This is an optimization exercise on Yosys and OpenROAD, whose aim is small area, a short achievable clock period and few clock cycles per item, not a production implementation.
No functional check of the RTL was part of any run shown here.
Power figures rest on the tool's default switching activity, not on a simulated workload.

File: design/flow/run.sh
#!/bin/bash
# synth_recipe.tcl (not shown) runs the flow's synth.tcl, then flattens the netlist and writes it again
# the make line also repeats each setting of config.mk as NAME=value (left out here)
make -C /OpenROAD-flow-scripts/flow DESIGN_CONFIG=/design/flow/config.mk WORK_HOME=/design/flow/orfs CLKGATE_MAP_FILE= SYNTH_SCRIPT=/design/flow/synth_recipe.tcl finish
File: design/flow/config.mk
export PLATFORM = sky130hd
export DESIGN_NAME = xbus_filter
export DESIGN_NICKNAME = xbus_filter
export VERILOG_FILES = /design/flow/design.v
export SDC_FILE = /design/flow/constraint.sdc
export NUM_CORES = 4
export LEC_CHECK = 0
export CAP_MARGIN = 20
export CORE_MARGIN = 2
export CORE_UTILIZATION = 40
export SETUP_SLACK_MARGIN = 2.5
export SLEW_MARGIN = 20
File: design/flow/design.v
`timescale 1ns/10ps
`default_nettype none
module xbus_filter (
    input  logic        clk,
    input  logic        arst_n,
    input  logic [65:0] in_pkt,
    input  logic [7:0]  pad_value,
    output logic        vec_wr_en,
    output logic [15:0] vec_din,
    input  logic        vec_full,
    output logic        cache_full
);
    logic [1:0]  tag;
    logic        is_head;
    logic        is_body;
    logic [15:0] hx;
    logic [15:0] hy;
    assign tag = in_pkt[65:64];
    assign is_head = tag == 2'd1;
    assign is_body = tag == 2'd2;
    assign hx = in_pkt[15:0];
    assign hy = in_pkt[31:16];
    logic       x_lo;
    logic       x_hi;
    logic       y_lo;
    logic       y_hi;
    logic [7:0] ex;
    logic [7:0] ey;
    assign x_lo = hx[15:3] == '0;
    assign x_hi = hx == 16'hffff;
    assign y_lo = hy[15:3] == '0;
    assign y_hi = hy == 16'hffff;
    always_comb begin
        ex[0] = x_hi;
        ey[0] = y_hi;
        for (int i = 1; i < 8; i++) begin
            ex[i] = x_lo && hx[2:0] == 3'(i - 1);
            ey[i] = y_lo && hy[2:0] == 3'(i - 1);
        end
    end
    logic [5:0] h_colmask;
    logic [5:0] h_rowmask;
    always_comb begin
        for (int c = 0; c < 6; c++) begin
            h_colmask[c] = ex[c] | ex[c + 1] | ex[c + 2];
            h_rowmask[c] = ey[c] | ey[c + 1] | ey[c + 2];
        end
    end
    logic [2:0] h_cv;
    logic [2:0] h_rv;
    always_comb begin
        for (int k = 0; k < 3; k++) begin
            h_cv[k] = 1'b0;
            h_rv[k] = 1'b0;
            for (int i = 0; i < 8; i++) begin
                if (i - 1 + k >= 1 && i - 1 + k <= 6) begin
                    h_cv[k] = h_cv[k] | ex[i];
                    h_rv[k] = h_rv[k] | ey[i];
                end
            end
        end
    end
    logic [1:0] h_base;
    logic [3:0] h_base_oh;
    assign h_base = {hy[0], 1'b0} + hx[1:0] + 2'd1;
    assign h_base_oh = 4'b0001 << h_base;
    function automatic logic [3:0] need_of(input int b, input logic [5:0] rm,
                                           input logic [5:0] cm);
        logic [3:0] n;
        n = '0;
        if (b < 9) begin
            for (int l = 0; l < 4; l++) begin
                n[l] = rm[(4 * b + l) / 6] & cm[(4 * b + l) % 6];
            end
        end
        need_of = n;
    endfunction
    logic [3:0]      ib;            
    logic [5:0]      colmask;
    logic [5:0]      rowmask;
    logic [2:0][3:0] nd;
    logic [3:0]      nd_next;       
    logic [1:0][3:0] nd_head;
    always_comb begin
        nd_next = 4'b1111;
        for (int b = 0; b < 9; b++) begin
            if (ib == 4'(b)) begin
                nd_next = (b + 3 < 9) ? need_of(b + 3, rowmask, colmask)
                        : ((b + 3 == 9) ? 4'b0000 : 4'b1111);
            end
        end
        for (int j = 0; j < 2; j++) begin
            nd_head[j] = need_of(j, h_rowmask, h_colmask);
        end
    end
    always_ff @(posedge clk or negedge arst_n) begin
        if (!arst_n) begin
            ib <= 4'd9;
            nd <= {4'b1111, 4'b1111, 4'b0000};
        end else if (is_head) begin
            ib <= 4'd0;
            nd <= {need_of(2, h_rowmask, h_colmask), nd_head};
        end else if (is_body) begin
            ib <= ib + 4'd1;
            nd <= {nd_next, nd[2:1]};
        end
    end
    always_ff @(posedge clk) begin
        if (is_head) begin
            colmask <= h_colmask;
            rowmask <= h_rowmask;
        end
    end
    logic [3:0] wr;
    assign wr = is_body ? nd[0] : 4'd0;
    logic [3:0]       wp;
    logic [3:0]       rp;
    logic [3:0]       t1;
    logic [3:0]       t2;
    logic [3:0]       pop;
    logic [3:0][15:0] head;
    for (genvar l = 0; l < 4; l++) begin : g_lane
        logic [15:0] m0;
        logic [15:0] m1;
        always_ff @(posedge clk or negedge arst_n) begin
            if (!arst_n) begin
                wp[l] <= 1'b0;
                rp[l] <= 1'b0;
                t1[l] <= 1'b0;
                t2[l] <= 1'b0;
            end else begin
                if (wr[l]) wp[l] <= !wp[l];
                if (pop[l]) rp[l] <= !rp[l];
                if (wr[l] && !pop[l]) begin
                    t1[l] <= 1'b1;
                    t2[l] <= t1[l];
                end else if (!wr[l] && pop[l]) begin
                    t1[l] <= t2[l];
                    t2[l] <= 1'b0;
                end
            end
        end
        always_ff @(posedge clk) begin
            if (wr[l] && !wp[l]) m0 <= {in_pkt[8 * (4 + l) +: 8], in_pkt[8 * l +: 8]};
            if (wr[l] && wp[l]) m1 <= {in_pkt[8 * (4 + l) +: 8], in_pkt[8 * l +: 8]};
        end
        assign head[l] = rp[l] ? m1 : m0;
    end
    logic       act;
    logic [8:0] pos;
    logic [8:0] opad;
    logic [3:0] lane0;
    logic       pend;
    logic [2:0] prv;
    logic [2:0] pcv;
    logic [3:0] pbase;
    logic [2:0] vfh;
    function automatic logic [3:0] rotl1(input logic [3:0] v);
        rotl1 = {v[2:0], v[3]};
    endfunction
    function automatic logic [3:0] rotl2(input logic [3:0] v);
        rotl2 = {v[1:0], v[3:2]};
    endfunction
    logic [2:0]      lv;
    logic [2:0]      lpad;
    logic [2:0][3:0] lane;
    logic            row_end0;      
    logic            row_end1;      
    assign row_end0 = pos[2] | pos[5];
    assign row_end1 = pos[1] | pos[4];
    assign lv[0] = act;
    assign lv[1] = act & !pos[8];
    assign lv[2] = act & !pos[8] & !pos[7];
    assign lpad = opad[2:0];
    assign lane[0] = lane0;
    assign lane[1] = row_end0 ? lane0 : rotl1(lane0);
    assign lane[2] = (row_end0 | row_end1) ? rotl1(lane0) : rotl2(lane0);
    logic       can_emit;
    logic       have0;
    logic       emit;
    logic       take;
    logic [8:0] new_pad;
    logic [3:0] new_base;
    assign can_emit = !(vec_full && vfh == 3'b111);
    assign have0 = lpad[0] || (lane0 & t1) != 4'd0;
    assign emit = act && have0 && can_emit;
    assign take = !act || (emit && pos[8]);
    assign pop = (emit && !lpad[0]) ? lane0 : 4'd0;
    always_comb begin
        for (int kh = 0; kh < 3; kh++) begin
            for (int kw = 0; kw < 3; kw++) begin
                new_pad[kh * 3 + kw] = pend ? !(prv[kh] && pcv[kw]) : !(h_rv[kh] && h_cv[kw]);
            end
        end
        new_base = pend ? pbase : h_base_oh;
    end
    always_ff @(posedge clk or negedge arst_n) begin
        if (!arst_n) begin
            act <= 1'b0;
            pend <= 1'b0;
            vfh <= '0;
            vec_wr_en <= 1'b0;
        end else begin
            vfh <= {vfh[1:0], vec_full};
            vec_wr_en <= emit;
            if (take) begin
                act <= pend || is_head;
            end
            if (is_head && !(take && !pend)) begin
                pend <= 1'b1;
            end else if (take) begin
                pend <= 1'b0;
            end
        end
    end
    logic [15:0] sel_pix;
    always_comb begin
        sel_pix = '0;
        for (int l = 0; l < 4; l++) begin
            sel_pix = sel_pix | ({16{lane0[l]}} & head[l]);
        end
    end
    always_ff @(posedge clk) begin
        if (take) begin
            pos <= 9'd1;
            opad <= new_pad;
            lane0 <= new_base;
        end else if (emit) begin
            pos <= {pos[7:0], 1'b0};
            opad <= {1'b1, opad[8:1]};
            lane0 <= lane[1];
        end
        if (is_head) begin
            prv <= h_rv;
            pcv <= h_cv;
            pbase <= h_base_oh;
        end
        vec_din <= lpad[0] ? {pad_value, pad_value} : sel_pix;
    end
    logic       cf_prev;        
    logic [2:0] ce;
    logic [2:0] av;
    logic       same01;
    logic       same12;
    logic [3:0] a0;
    logic [3:0] a1;
    logic [3:0] a2;
    logic [3:0] u1;             
    logic [3:0] u2;             
    logic [3:0] f1;             
    logic [3:0] f2;             
    logic [3:0] na;
    logic [3:0] nb;
    logic [3:0] nc;
    logic [3:0] w1;             
    logic [3:0] w2;
    logic [3:0] w3;
    logic       h01;
    logic       h0and1;
    logic [3:0] hw1;
    logic [3:0] hw2;
    logic [3:0] ov;
    logic [3:0] hov;
    logic       cf_n;
    logic       pend_hit;
    always_comb begin
        ce[0] = !(vec_full && vfh == 3'b111);
        ce[1] = !(vec_full && vfh[1:0] == 2'b11);
        ce[2] = !(vec_full && vfh[0]);
        same01 = !lpad[0] && row_end0;
        same12 = !lpad[1] && row_end1;
        av[0] = lv[0] && ce[0] && have0;
        av[1] = av[0] && lv[1] && ce[1]
            && (lpad[1] || (lane[1] & (same01 ? t2 : t1)) != 4'd0);
        av[2] = 1'b0 && lv[2] && ce[2]
            && (lpad[2] || (lane[2] & (same12 ? t2 : t1)) != 4'd0);
        a0 = (av[0] && !lpad[0]) ? lane[0] : 4'd0;
        a1 = (av[1] && !lpad[1]) ? lane[1] : 4'd0;
        a2 = (av[2] && !lpad[2]) ? lane[2] : 4'd0;
        u1 = a0 | a1 | a2;
        u2 = (a0 & a1) | (a1 & a2);
        f1 = ~t2 | u1;
        f2 = ~t1 | (~t2 & u1) | u2;
        na = nd[0];
        nb = (cf_prev && cache_full) ? 4'd0 : nd[1];
        nc = (cf_prev || cache_full) ? 4'd0 : nd[2];
        w1 = na | nb | nc;
        w2 = (na & nb) | (na & nc) | (nb & nc);
        w3 = na & nb & nc;
        ov = (w1 & ~f1) | (w2 & ~f2) | w3;
        h01 = h_rowmask[0] | h_rowmask[1];
        h0and1 = h_rowmask[0] & h_rowmask[1] & !cache_full;
        hw1 = {4{h01}};
        hw2 = {h0and1, h0and1, 2'b00};
        hov = (hw1 & ~f1) | (hw2 & ~f2);
        pend_hit = pend && (ib == 4'd9 || (ib == 4'd8 && !(cf_prev && cache_full))
                            || (ib == 4'd7 && !cf_prev && !cache_full));
        cf_n = (is_head ? hov != 4'd0 : ov != 4'd0) || pend_hit;
    end
    always_ff @(posedge clk or negedge arst_n) begin
        if (!arst_n) begin
            cache_full <= 1'b0;
            cf_prev <= 1'b0;
        end else begin
            cache_full <= cf_n;
            cf_prev <= cache_full;
        end
    end
endmodule
`default_nettype wire
File: design/flow/constraint.sdc
create_clock -name core_clock -period 4.5 [get_ports {clk}]
set_input_delay 0.9000 -clock core_clock [delete_from_list [all_inputs] [get_ports {clk}]]
set_output_delay 0.9000 -clock core_clock [all_outputs]
set_load 0.01 [all_outputs]
==> results of run 1 <==
## sequential cells by signal, indices dropped and copies added, names as in the netlist
signal and count:
act 1, cache_full 1, cf_prev 1, colmask 6
g_lane.m0 64, g_lane.m1 64, ib 4, lane0 4
nd 12, opad 9, pbase 4, pcv 3
pend 1, pos 9, prv 3, rowmask 4
rp 4, t1 4, t2 4, vec_din 16
vec_wr_en 1, vfh 3, wp 4
## logic make-up (layout without fill, tap and decap cells)
group	count (synthesis)	after routing	synth area share, %
flip-flops	226	226	61.6
adder cells (fa/ha/maj)	14	14	1.64
XOR/XNOR	10	10	0.851
buffers and inverters	59	222	2.83
AO/OA/AOI/OAI	191	191	12.9
AND/OR/NAND/NOR	219	222	10.9
multiplexers	86	86	9.17
## what timing repair did
action	4_1_cts	5_1_grt
buffers inserted	37	21
pin swaps	38	51
gates cloned	4	1
gates resized for setup	265	103
setup endpoints to repair	236	190
## metal layers
layer	vias to the layer above	part of all wire, %
met5	-	0.046
met4	2	2.6
met3	43	5.6
met2	237	49
met1	3643	42
li1	3399	-
## per-stage QoR
step | util, % | total power [mW] | instance area [um^2] | instances | hold WS (ps)
final | 53.3 | 8.01 | 13500 | 1301 | 392
after global routing | 53.3 | 8.42 | 13500 | 1301 | 413
after CTS | 51.4 | 7.68 | 13000 | 1279 | 389
after detailed placement | 45.8 | 5.39 | 11600 | 1192 | 395
after global placement | 45.8 | 5.39 | 11600 | 1192 | 388
after floorplan | - | 4.64 | 10400 | 805 | 374
## cell type report
class                   count  share of cell area, %
flip-flops and latches    226                   47.3
inverters                  15                  0.418
clock buffers              29                   4.91
repair buffers            161                   11.4
multi-input cells         523                   31.8
well taps                 330                   3.07
clock inverters            17                   1.10
## cell usage in the layout, fill, tap and decap left out, drive strengths merged, types with 13 or more instances in the layout
cell type        n
mux2i           19
o21ai           41
mux2            67
a31oi           14
buf            102
nand4           13
inv             17
nor2            53
nand3           19
dfrtp           30
dfxtp           25
a222oi          17
clkbuf          36
clkdlybuf4s50   41
a21oi           52
edfxtp         161
nand2           54
nor2b           31
## critical path: stages (launching register included)
cell	delay, ps
edfxtp_1	410
buf_6	150
o21bai_4	210
mux2i_2	180
o22ai_2	340
buf_4	190
o21ai_4	60
maj3_2	310
a32oi_2	180
a2bb2oi_2	80
## power by group through the flow
stage | Clock [mW] | Sequential, mW | Combinational [mW]
after floorplan | 0 | 2.94 | 1.70
after global placement | 0 | 3.15 | 2.23
after detailed placement | 0 | 3.15 | 2.24
after CTS | 2.04 | 3.08 | 2.56
after global routing | 2.13 | 3.15 | 3.15
final | 2.01 | 3.10 | 2.91
## final timing paths
check                      cells past startpoint  startpoint          to
min in group asynchronous                      2      arst_n        pend
min                                            0      vfh[0]      vfh[1]
max                                            9     opad[0]  cache_full
max reg2reg                                    9     opad[0]  cache_full
min reg2reg                                    0      vfh[0]      vfh[1]
max in group asynchronous                      2      arst_n       rp[1]
==> flow_metrics.py, run 1 <==
metrics = {
    "synthesis": {
        "synthFlopType": "edfxtp_1",
        "ys_top_cells_by_count": "edfxtp_1, mux2_2, nand2_1",
        "synthDominantCellAreaShare_pct": 46.9,
        "synthesis.area_mm2": 0.0103,
        "ys_ff_latch": 226,
        "synth_top_cell_by_area": "edfxtp_1",
        "synth_edf_count": 161,
        "syn_nets": 892,
        "async_reset_ff_share_pct": 17.7,
        "seq_area_frac_synth_pct": 61.6,
        "synth_warnings": 1,
        "postSynthAreaPerCell_um2": 12.8,
        "syn_inst": 805,
        "ys_top_cells_by_area": "edfxtp_1, mux2_2, dfrtp_1",
        "ys_types": 75,
        "yosysMostFrequentCell": "edfxtp_1",
    },
    "cts": {
        "cts.clk_slew.worst_paths_ps": 60,
        "clock_latency_ps": 530,
        "clock_sink_count": 226,
        "numCtsBuffers": 25,
        "clockBufferDepth": 3,
        "ctsHoldBuffers": 0,
        "htree_levels": 1,
        "cts_root_buffer": "clkbuf_16",
        "cts_tree": "done",
    },
    "critical_path": {
        "worstPathMaxFanout": 5,
        "worstPathArrival_ps": 2640,
        "ff2ff_setup_slack_ps": 2280,
        "endpoint_kind": "flip-flop",
        "crit_path_start_kind": "flip-flop",
        "critPathRequiredTime_ps": 4910,
        "crit_type": "flip-flop to flip-flop",
    },
    "pwr": {
        "power_density_mw_per_mm2": 596,
        "p_switching_mw": 2.76,
        "power_frac_seq_pct": 38.7,
        "power.share.clock_pct": 25.0,
        "netSwitchingFraction_pct": 34.5,
        "power_frac_comb_pct": 36.3,
        "leakage_nw": 4.82,
        "p_int_mw": 5.25,
        "peakVddDrop_mv": 0.301,
    },
    "route": {
        "first_iter_violations": 689,
        "routed_wl_um": 28100,
        "drcViolationCount": 0,
        "via_per_inst": 5.63,
        "vias": 7324,
        "final_antenna_net_count": 0,
        "drt_first_pass_iters": 6,
        "wire_per_inst_um": 21.6,
    },
    "outcome": {
        "status": "complete, no violations",
    },
    "placement": {
        "detailed_place_hpwl_um": 17900,
        "pre_cts_ws_ps": 956,
        "gp_congestion": 0.882,
        "io_buffer_count": 94,
    },
    "sta": {
        "setup_tns_ps": 0,
        "finalSetupViolCount": 0,
        "final_hold_viol_count": 0,
        "clock.fmax_mhz": 450,
        "fin_ws_ps": 2280,
        "timing.final.crit_share_pct": 49.4,
        "maxSlewHeadroom_pct": 50.1,
        "layout_min_cycle_time_ps": 2220,
        "slew_viol_final": 0,
        "rsz0062_at_grt": "true",
        "skew_ps": 15.8,
        "tightest_slew_ps": 748,
    },
    "die": {
        "io_pins": 95,
        "die_x_um": 164,
        "dieArea_mm2": 0.0270,
        "row_count": 58,
        "initial_core_util_pct": 40.8,
        "die_h_um": 164,
        "fp.coreArea_mm2": 0.0253,
    },
    "finish": {
        "synthToLayoutAreaGrowth_pct": 30.7,
        "drive_gt1_share_pct": 36.1,
        "antenna_cells": 0,
        "nets": 1039,
        "area.sequential_mm2": 0.00636,
        "fill_cells": 2131,
        "multiInputGateArea_mm2": 0.00428,
    },
    "global_routing": {
        "grt.busiest_layer": "met2",
        "grt_max_degree": 41,
        "grt.total_usage_pct": 20.4,
        "grt_pass1_wl_um": 41900,
        "grt_use_met1_pct": 26.5,
        "use_met2_pct": 35.3,
        "antenna_found_initial": 1,
        "grt_pass1_vias": 7147,
        "grt-ovfl-total": 0,
        "grt_use_met3_pct": 3.06,
    },
    "job": {
        "maxCapViolCount": 0,
    },
    "min_path": {
        "timing.hold.worst.class": "flip-flop to flip-flop",
    },
}
==> run 2: changes to the inputs <==
--- a/design/flow/config.mk
+++ b/design/flow/config.mk
@@ -9,4 +9,4 @@
 export CORE_MARGIN = 2
 export CORE_UTILIZATION = 40
-export SETUP_SLACK_MARGIN = 2.5
+export SETUP_SLACK_MARGIN = 3.0
 export SLEW_MARGIN = 20
==> flow_metrics.py, run 2 <==
metrics = {
    "pwr": {
        "leakage_nw": 5.12,
        "peakVddDrop_mv": 0.267,
        "power_density_mw_per_mm2": 585,
    },
    "synthesis": {
        "ys_types": 75,
        "postSynthAreaPerCell_um2": 12.8,
        "synthFlopType": "edfxtp_1",
        "async_reset_ff_share_pct": 17.7,
        "ys_top_cells_by_count": "edfxtp_1, mux2_2, nand2_1",
        "synthesis.area_mm2": 0.0103,
        "syn_inst": 805,
        "ys_ff_latch": 226,
        "yosysMostFrequentCell": "edfxtp_1",
        "synth_warnings": 1,
        "syn_nets": 892,
        "seq_area_frac_synth_pct": 61.6,
        "ys_top_cells_by_area": "edfxtp_1, mux2_2, dfrtp_1",
        "synthDominantCellAreaShare_pct": 46.9,
        "synth_edf_count": 161,
        "synth_top_cell_by_area": "edfxtp_1",
    },
    "finish": {
        "synthToLayoutAreaGrowth_pct": 36.6,
        "top_regs": "g_lane.m0: 64 flops, g_lane.m1: 64 flops, vec_din: 16 flops",
        "drive_gt1_share_pct": 38.9,
        "layout_common_cells": "edfxtp_1, mux2_2, buf_4, buf_6, a21oi_1",
        "nets": 1081,
        "final_common_cell": "edfxtp_1",
    },
    "sta": {
        "tightest_slew_ps": 807,
        "clock.fmax_mhz": 451,
        "skew_ps": 7.53,
        "fin_ws_ps": 2280,
        "final_hold_viol_count": 0,
        "timing.final.crit_share_pct": 49.3,
        "slew_viol_final": 0,
        "rsz0062_at_grt": "true",
        "setup_tns_ps": 0,
        "layout_min_cycle_time_ps": 2220,
        "maxSlewHeadroom_pct": 46.2,
        "finalSetupViolCount": 0,
    },
    "die": {
        "die_h_um": 164,
        "die_x_um": 164,
        "dieArea_mm2": 0.0270,
        "fp.coreArea_mm2": 0.0253,
        "io_pins": 95,
        "row_count": 58,
        "initial_core_util_pct": 40.8,
    },
    "global_routing": {
        "antenna_found_initial": 2,
        "grt_max_degree": 41,
        "grt_pass1_vias": 7345,
        "grt-ovfl-total": 0,
        "grt_pass1_wl_um": 43100,
        "grt.total_usage_pct": 21.1,
    },
    "route": {
        "final_antenna_net_count": 0,
        "via_per_inst": 5.71,
        "first_iter_violations": 670,
        "wire_per_inst_um": 21.9,
        "drcViolationCount": 0,
        "routed_wl_um": 29400,
        "vias": 7659,
        "drt_first_pass_iters": 5,
    },
    "critical_path": {
        "worstReg2RegEnd": "cache_full",
        "worstReg2RegStart": "vfh[1]",
        "endpoint_kind": "flip-flop",
        "cp-endpoint": "cache_full",
        "worstPathMaxFanout": 3,
        "ff2ff_setup_slack_ps": 2310,
        "crit_path_start_kind": "input pin",
        "crit_type": "input pin to flip-flop",
        "slowest_delay_ps": 330,
        "worstPathCellList": "buf_6 -> and4_4 -> nor3b_4 -> buf_6 -> buf_6 -> a32oi_1 -> o21a_1 -> maj3_2 -> nor3_2 -> a2bb2oi_1",
        "critPathRequiredTime_ps": 4890,
        "r2r_cells": 9,
        "worstPathArrival_ps": 2610,
        "crit_slowest_cell": "nor3b_4",
        "cp_common_cell": "buf_6",
        "cp-startpoint": "vec_full",
    },
    "outcome": {
        "status": "complete, no violations",
    },
    "placement": {
        "detailed_place_hpwl_um": 17700,
        "io_buffer_count": 94,
        "pre_cts_ws_ps": 1000,
        "gp_congestion": 0.815,
    },
    "job": {
        "maxCapViolCount": 0,
    },
    "cts": {
        "cts.clk_slew.worst_paths_ps": 60,
        "cts_tree": "done",
        "clock_latency_ps": 510,
        "clockBufferDepth": 3,
        "htree_levels": 1,
        "numCtsBuffers": 25,
        "cts_root_buffer": "clkbuf_16",
        "clock_sink_count": 226,
    },
    "min_path": {
        "timing.hold.worst.class": "flip-flop to flip-flop",
        "holdCritStartpoint": "vfh[1]",
    },
}
-- run 2: cell count changes in the layout (fill, tap and decap cells not counted), sizes merged --
cell           before  now
buf               102  149
clkinv             12    3
clkdlybuf4s15       9    3
and3                7   11
clkbuf             36   40
dlygate4sd2         0    3
bufbuf              1    0
clkdlybuf4s50      41   40
clkinvlp            1    2
diode               0    1
dlymetal6s2s        1    0
inv                17   16
-- run 2: worst min-delay path by stage --
stage               endpoint  cells after the start
floorplan             vfh[2]                      0
global placement      vfh[2]                      0
detailed placement    vfh[1]                      0
CTS                   vfh[2]                      0
global route          vfh[2]                      0
finish                vfh[2]                      0
-- run 2: repair_timing --
| item | in CTS | in global routing |
|---|---|---|
| pin swaps | 71 | 56 |
| resized for setup | 355 | 76 |
| cloned | 8 | 2 |
| setup endpoints to repair | 273 | 196 |
| hold buffers | 0 | 0 |
| buffers inserted | 83 | 17 |
-- run 2: layout make-up --
class / instances / area (um^2)
fill: 2050 / 11200
sequential: 226 / 6380
multi-input combinational: 527 / 4410
timing repair buffer: 199 / 2020
clock buffer: 36 / 667
tap: 330 / 413
clock inverter: 8 / 96.3
inverter: 15 / 81.3
antenna: 1 / 2.50
-- run 2: critical path, delay by kind of cell --
family	cells	cell delay [ps]
AND/OR/NAND/NOR	3	650
AO/OA/AOI/OAI	3	390
buffers and inverters	3	360
adder cells (fa/ha/maj)	1	310
-- run 2: layer usage --
metal / track usage, % / vias up / share of wire, %
met2: 38.1 / 279 / 50
li1: - / 3485 / -
met4: 5.53 / 2 / 2.7
met5: 0 / - / 0.044
met1: 26.6 / 3835 / 41
met3: 3.01 / 58 / 5.8
-- run 2: stage by stage --
step / std cells / total power, mW / hold slack, ps / instance area [um^2] / util [%]
finish: 1342 / 8.23 / 415 / 14100 / 55.7
global route: 1341 / 8.60 / 429 / 14100 / 55.7
CTS: 1322 / 7.98 / 409 / 13600 / 53.9
detailed placement: 1187 / 5.39 / 390 / 11600 / 46.1
global placement: 1187 / 5.37 / 384 / 11600 / 46.1
floorplan: 805 / 4.69 / 374 / 10600 / -
-- run 2: kinds of logic (layout without fill, tap and decap cells) --
group | after synthesis | count (layout) | share of synthesized area, %
simple gates | 219 | 226 | 10.9
buf+inv | 59 | 258 | 2.83
other cells | 0 | 1 | 0
compound gates | 191 | 191 | 12.9
fa+ha+maj | 14 | 14 | 1.64
xor+xnor | 10 | 10 | 0.851
mux | 86 | 86 | 9.17
flops | 226 | 226 | 61.6
-- run 2: where the power goes --
group	switching [mW]	internal, mW	total, mW
Combinational	1.61	1.58	3.19
Clock	0.795	1.14	1.94
Sequential	0.405	2.70	3.10
==> run 3: changes to the inputs <==
--- a/design/flow/config.mk
+++ b/design/flow/config.mk
@@ -9,4 +9,5 @@
 export CORE_MARGIN = 2
 export CORE_UTILIZATION = 40
-export SETUP_SLACK_MARGIN = 3.0
+export CTS_BUF_LIST = sky130_fd_sc_hd__clkbuf_8
+export SETUP_SLACK_MARGIN = 2.5
 export SLEW_MARGIN = 20
==> flow_metrics.py, run 3 <==
metrics = {
    "outcome": {
        "status": "complete, no violations",
    },
    "global_routing": {
        "antenna_found_initial": 1,
        "grt-ovfl-total": 0,
        "grt_max_degree": 41,
        "grt_pass1_wl_um": 42100,
        "grt.total_usage_pct": 20.6,
        "grt_pass1_vias": 7285,
    },
    "cts": {
        "cts.clk_slew.worst_paths_ps": 60,
        "clock_sink_count": 226,
        "clockBufferDepth": 3,
        "ctsHoldBuffers": 0,
        "numCtsBuffers": 40,
        "cts_root_buffer": "clkbuf_8",
        "htree_levels": 2,
        "cts_tree": "done",
        "clock_latency_ps": 540,
    },
    "critical_path": {
        "slowest_delay_ps": 350,
        "worstPathCellList": "buf_8 -> a222oi_1 -> buf_4 -> and3_4 -> nor3_1 -> o21ai_4 -> maj3_2 -> a32oi_2 -> a2bb2oi_2",
        "critPathBufInv": 2,
        "critPathRequiredTime_ps": 4910,
        "cp_top_family": "simple AND/OR/NAND/NOR gates",
        "endpoint_kind": "flip-flop",
        "crit_type": "flip-flop to flip-flop",
        "crit_slowest_cell": "edfxtp_1",
        "worstPathArrival_ps": 2620,
        "worstPathMaxFanout": 21,
        "crit_path_start_kind": "flip-flop",
    },
    "synthesis": {
        "seq_area_frac_synth_pct": 61.6,
        "synth_top_cell_by_area": "edfxtp_1",
        "postSynthAreaPerCell_um2": 12.8,
        "synthDominantCellAreaShare_pct": 46.9,
        "synthFlopType": "edfxtp_1",
        "syn_inst": 805,
        "syn_nets": 892,
        "ys_top_cells_by_count": "edfxtp_1, mux2_2, nand2_1",
        "ys_types": 75,
        "ys_top_cells_by_area": "edfxtp_1, mux2_2, dfrtp_1",
        "ys_ff_latch": 226,
        "yosysMostFrequentCell": "edfxtp_1",
        "async_reset_ff_share_pct": 17.7,
        "synthesis.area_mm2": 0.0103,
        "synth_warnings": 1,
        "synth_edf_count": 161,
    },
    "route": {
        "first_iter_violations": 595,
        "drt_first_pass_iters": 5,
        "via_per_inst": 5.56,
        "drcViolationCount": 0,
        "final_antenna_net_count": 0,
        "routed_wl_um": 28300,
        "wire_per_inst_um": 21.3,
        "vias": 7389,
    },
    "sta": {
        "setup_tns_ps": 0,
        "finalSetupViolCount": 0,
        "skew_ps": 19.0,
        "clock.fmax_mhz": 453,
        "fin_ws_ps": 2290,
        "slew_viol_final": 0,
        "final_hold_viol_count": 0,
        "timing.final.crit_share_pct": 49.0,
        "layout_min_cycle_time_ps": 2210,
        "maxSlewHeadroom_pct": 50.1,
        "hold_ws_ps": 400,
        "tightest_slew_ps": 748,
        "rsz0062_at_grt": "true",
    },
    "pwr": {
        "leakage_nw": 4.88,
        "total_power_mw": 7.94,
        "peakVddDrop_mv": 0.358,
        "power_density_mw_per_mm2": 591,
    },
    "die": {
        "die_x_um": 164,
        "initial_core_util_pct": 40.8,
        "die_h_um": 164,
        "io_pins": 95,
        "dieArea_mm2": 0.0270,
        "row_count": 58,
        "fp.coreArea_mm2": 0.0253,
    },
    "finish": {
        "area.sequential_mm2": 0.00636,
        "layout_common_cells": "edfxtp_1, mux2_2, a21oi_1, nand2_1, clkbuf_8",
        "drive_gt1_share_pct": 36.0,
        "antenna_cells": 0,
        "top_regs": "g_lane.m0: 64 flops, g_lane.m1: 64 flops, vec_din: 16 flops",
        "fin_area_mm2": 0.0134,
        "synthToLayoutAreaGrowth_pct": 30.4,
        "nets": 1058,
        "utilization_pct": 53.2,
        "final_common_cell": "edfxtp_1",
        "stdcell_count": 1330,
        "fill_cells": 2142,
        "multiInputGateArea_mm2": 0.00423,
    },
    "placement": {
        "gp_congestion": 0.882,
        "placed_cells": 1192,
        "io_buffer_count": 94,
        "dpl_cell_area_mm2": 0.0116,
        "pre_cts_ws_ps": 956,
        "detailed_place_hpwl_um": 17900,
    },
    "min_path": {
        "timing.hold.worst.class": "flip-flop to flip-flop",
    },
    "job": {
        "maxCapViolCount": 0,
    },
}
[run 3: cell counts after synthesis]
No cell type changed its count.
[run 3: final timing paths]
path / from / to / slack, ps / depth (start not counted)
max: lane0[3] / cache_full / 2290 / 9
min: vfh[0] / vfh[1] / 400 / 0
max reg2reg: lane0[3] / cache_full / 2290 / 9
min reg2reg: vfh[0] / vfh[1] / 400 / 0
max in group asynchronous: arst_n / rp[1] / 3570 / 2
min in group asynchronous: arst_n / pend / 450 / 2
[run 3: timing repair]
item / 4_1_cts / 5_1_grt
endpoints found under the setup margin: 235 / 189
buffers inserted: 36 / 25
resized for setup: 263 / 98
pin swaps: 37 / 50
cloned: 4 / 2
[run 3: worst register-to-register path, delay by kind of cell, from the launching register on]
kind / cells / cell delay, ps
simple gates: 2 / 540
compound gates: 4 / 490
buf+inv: 2 / 380
fa+ha+maj: 1 / 320
flops: 1 / 350
[run 3: metal layers]
metal / GRT usage [%] / vias up / share of wire (%)
met5: 0 / - / 0.046
met4: 6.92 / 2 / 2.7
met3: 4.12 / 49 / 5.9
met2: 35.1 / 259 / 49
met1: 26.3 / 3651 / 42
li1: - / 3428 / -
[run 3: where the power goes]
part / switching [mW] / internal (mW)
Combinational: 1.50 / 1.45
Sequential: 0.420 / 2.68
Clock: 0.837 / 1.05
Total: 2.76 / 5.18
[run 3: cell families (layout without fill, tap and decap cells)]
logic type	after synthesis	count (layout)	synth area share, %
adder cells (fa/ha/maj)	14	14	1.64
AO/OA/AOI/OAI	191	191	12.9
flip-flops	226	226	61.6
buffers and inverters	59	251	2.83
XOR/XNOR	10	10	0.851
multiplexers	86	86	9.17
AND/OR/NAND/NOR	219	222	10.9
[run 3: layout make-up]
type / instances / area share, %
Timing Repair Buffer: 165 / 11.7
Sequential cell: 226 / 47.4
Multi-Input combinational cell: 523 / 31.5
Clock inverter: 25 / 1.23
Clock buffer: 46 / 4.72
Tap cell: 330 / 3.08
Inverter: 15 / 0.419
==> run 4: changes to the inputs <==
--- a/design/flow/config.mk
+++ b/design/flow/config.mk
@@ -9,5 +9,5 @@
 export CORE_MARGIN = 2
 export CORE_UTILIZATION = 40
-export CTS_BUF_LIST = sky130_fd_sc_hd__clkbuf_8
+export CTS_BUF_LIST = sky130_fd_sc_hd__clkbuf_4
 export SETUP_SLACK_MARGIN = 2.5
 export SLEW_MARGIN = 20
==> flow_metrics.py, run 4 <==
metrics = {
    "sta": {
        "hold_ws_ps": 310,
        "clock.fmax_mhz": 461,
        "skew_ps": 56.6,
        "rsz0062_at_grt": "true",
        "tightest_slew_ps": 741,
        "slew_viol_final": 0,
        "setup_tns_ps": 0,
        "final_hold_viol_count": 0,
        "layout_min_cycle_time_ps": 2170,
        "finalSetupViolCount": 0,
        "maxSlewHeadroom_pct": 50.6,
        "timing.final.crit_share_pct": 48.2,
    },
    "global_routing": {
        "antenna_found_initial": 3,
        "grt.total_usage_pct": 20.6,
        "grt_pass1_vias": 7477,
        "grt_pass1_wl_um": 42400,
        "grt_max_degree": 41,
        "grt-ovfl-total": 0,
    },
    "finish": {
        "drive_gt1_share_pct": 39.0,
        "synthToLayoutAreaGrowth_pct": 29.7,
        "top_regs": "g_lane.m0: 64 flops, g_lane.m1: 64 flops, vec_din: 16 flops",
        "nets": 1068,
        "final_common_cell": "edfxtp_1",
        "layout_common_cells": "edfxtp_1, clkbuf_4, mux2_2, nand2_1, a21oi_1",
    },
    "pwr": {
        "leakage_nw": 4.82,
        "total_power_mw": 7.88,
        "power_frac_comb_pct": 37.8,
        "p_switching_mw": 2.78,
        "power.share.clock_pct": 22.7,
        "netSwitchingFraction_pct": 35.3,
        "peakVddDrop_mv": 0.299,
        "p_int_mw": 5.09,
        "power_frac_seq_pct": 39.5,
        "power_density_mw_per_mm2": 589,
    },
    "critical_path": {
        "crit_path_start_kind": "flip-flop",
        "worstPathMaxFanout": 6,
        "critPathRequiredTime_ps": 4990,
        "endpoint_kind": "flip-flop",
        "worstPathArrival_ps": 2660,
        "crit_type": "flip-flop to flip-flop",
    },
    "route": {
        "wire_per_inst_um": 20.6,
        "drcViolationCount": 0,
        "via_per_inst": 5.49,
        "routed_wl_um": 28100,
        "final_antenna_net_count": 0,
        "first_iter_violations": 649,
        "drt_first_pass_iters": 5,
        "vias": 7479,
    },
    "die": {
        "initial_core_util_pct": 40.8,
        "io_pins": 95,
        "die_h_um": 164,
        "fp.coreArea_mm2": 0.0253,
        "dieArea_mm2": 0.0270,
        "row_count": 58,
        "die_x_um": 164,
    },
    "job": {
        "maxCapViolCount": 0,
    },
    "synthesis": {
        "synth_edf_count": 161,
        "syn_nets": 892,
        "async_reset_ff_share_pct": 17.7,
        "synth_warnings": 1,
        "syn_inst": 805,
        "seq_area_frac_synth_pct": 61.6,
        "postSynthAreaPerCell_um2": 12.8,
        "synth_top_cell_by_area": "edfxtp_1",
        "ys_top_cells_by_area": "edfxtp_1, mux2_2, dfrtp_1",
        "yosysMostFrequentCell": "edfxtp_1",
        "ys_ff_latch": 226,
        "ys_types": 75,
        "synthesis.area_mm2": 0.0103,
        "synthDominantCellAreaShare_pct": 46.9,
        "synthFlopType": "edfxtp_1",
        "ys_top_cells_by_count": "edfxtp_1, mux2_2, nand2_1",
    },
    "cts": {
        "cts.clk_slew.worst_paths_ps": 70,
        "clock_latency_ps": 690,
        "ctsHoldBuffers": 0,
        "clockBufferDepth": 3,
        "cts_root_buffer": "clkbuf_4",
        "htree_levels": 2,
        "cts_tree": "done",
        "numCtsBuffers": 59,
        "clock_sink_count": 226,
    },
    "outcome": {
        "status": "complete, no violations",
    },
    "placement": {
        "gp_congestion": 0.882,
        "detailed_place_hpwl_um": 17900,
        "io_buffer_count": 94,
    },
    "min_path": {
        "timing.hold.worst.class": "input pin to async pin",
    },
}
-- run 4: per-stage QoR --
step / cells / util [%] / instance area, um^2 / setup slack, ps
after global placement: 1192 / 45.8 / 11600 / 1050
after CTS: 1346 / 51.3 / 13000 / 2330
final: 1363 / 52.9 / 13400 / 2330
after floorplan: 805 / - / 10400 / 2060
after global routing: 1363 / 52.9 / 13400 / 2260
after detailed placement: 1192 / 45.8 / 11600 / 956
-- run 4: worst paths after layout --
kind / cells after the start / slack (ps) / endpoint / start
worst max-delay path: 9 / 2330 / lane0[0] / lane0[1]
min in group core_clock: 0 / 360 / vfh[1] / vfh[0]
worst min register to register: 0 / 360 / vfh[1] / vfh[0]
worst max register to register: 9 / 2330 / lane0[0] / lane0[1]
max in group asynchronous: 2 / 3710 / rp[1] / arst_n
worst min-delay path: 2 / 310 / t2[1] / arst_n
-- run 4: power groups by stage --
| stage | registers, mW | logic [mW] | clock network, mW |
|---|---|---|---|
| floorplan | 2.94 | 1.70 | 0 |
| detailed placement | 3.15 | 2.24 | 0 |
| finish | 3.11 | 2.97 | 1.79 |
| global placement | 3.15 | 2.23 | 0 |
| global route | 3.16 | 3.21 | 1.95 |
| CTS | 3.09 | 2.61 | 1.84 |
-- run 4: cell type report --
type,count,area (um^2)
Fill cell,2177,11900
Sequential cell,226,6370
Multi-Input combinational cell,523,4190
Timing Repair Buffer,156,1540
Clock buffer,93,698
Tap cell,330,413
Clock inverter,19,86.3
Inverter,15,56.3
Antenna cell,1,2.50
-- run 4: cell families after synthesis --
group	Yosys count	share of synthesized area, %
AOI/OAI and AO/OA	191	12.9
xor gates and xnor gates	10	0.851
adders and majority gates	14	1.64
buffers and inverters	59	2.83
DFF	226	61.6
muxes	86	9.17
and+or+nand+nor	219	10.9
-- run 4: metal layers --
metal / wire (um) / track usage (%)
met3: 1740 / 4.60
met2: 13900 / 35.2
met1: 11700 / 26.1
met4: 665 / 6.76
met5: 25 / 0
-- run 4: critical path, stage by stage, from the launching register on --
cell      delay [ps]
edfxtp_1         430
buf_12           150
a222oi_1         350
buf_4            200
and3_4           270
nor2b_4           70
nand2_4          110
and2_4           210
a211oi_2          70
a21oi_2          150
-- run 4: timing repair --
item | in CTS | in global routing
pin swaps | 45 | 39
setup buffers | 38 | 15
cloned | 4 | 1
resized for setup | 265 | 60
hold endpoints to repair | 0 | 0
setup endpoints to repair | 227 | 65

afterwards: timing with drivers on the ports:
The results above use ideal ports. As a check the final layouts listed here were re-extracted and re-timed, cells and wires unchanged.
Step 1 sets driving cells, clkbuf_16 on the clock port and buf_2 on the other inputs (assumed; they add their load-dependent delay and slew).
Step 2 moves the port delays by t, midway between the first and last clock arrival at a register: inputs arrive t later, outputs are due t later. That takes back most of the time a late clock gives input paths.
Slacks: no drivers / after step 1 / after step 2; pairs: no drivers / after step 1.
| run | t (ns) | setup slack, ns | hold WS [ns] | worst setup path after step 2 | slew at the worst register clock pin (ns) |
|---|---|---|---|---|---|
| run 1 | 0.573 | 2.276 / 2.276 / 1.771 | 0.392 / 0.392 / 0.392 | input to register | 0.06 / 0.06 |
| run 2 | 0.554 | 2.281 / 2.296 / 1.743 | 0.415 / 0.415 / 0.415 | input to register | 0.06 / 0.06 |
| run 3 | 0.570 | 2.293 / 2.293 / 1.767 | 0.400 / 0.400 / 0.400 | input to register | 0.06 / 0.06 |
| run 4 | 0.708 | 2.330 / 2.325 / 1.643 | 0.310 / 0.286 / 0.360 | input to register | 0.07 / 0.07 |
After both steps every run listed still meets setup and hold. For run 4, which loses most, drivers alone change the setup slack by -0.005 ns; drivers and shift together by -0.687 ns.
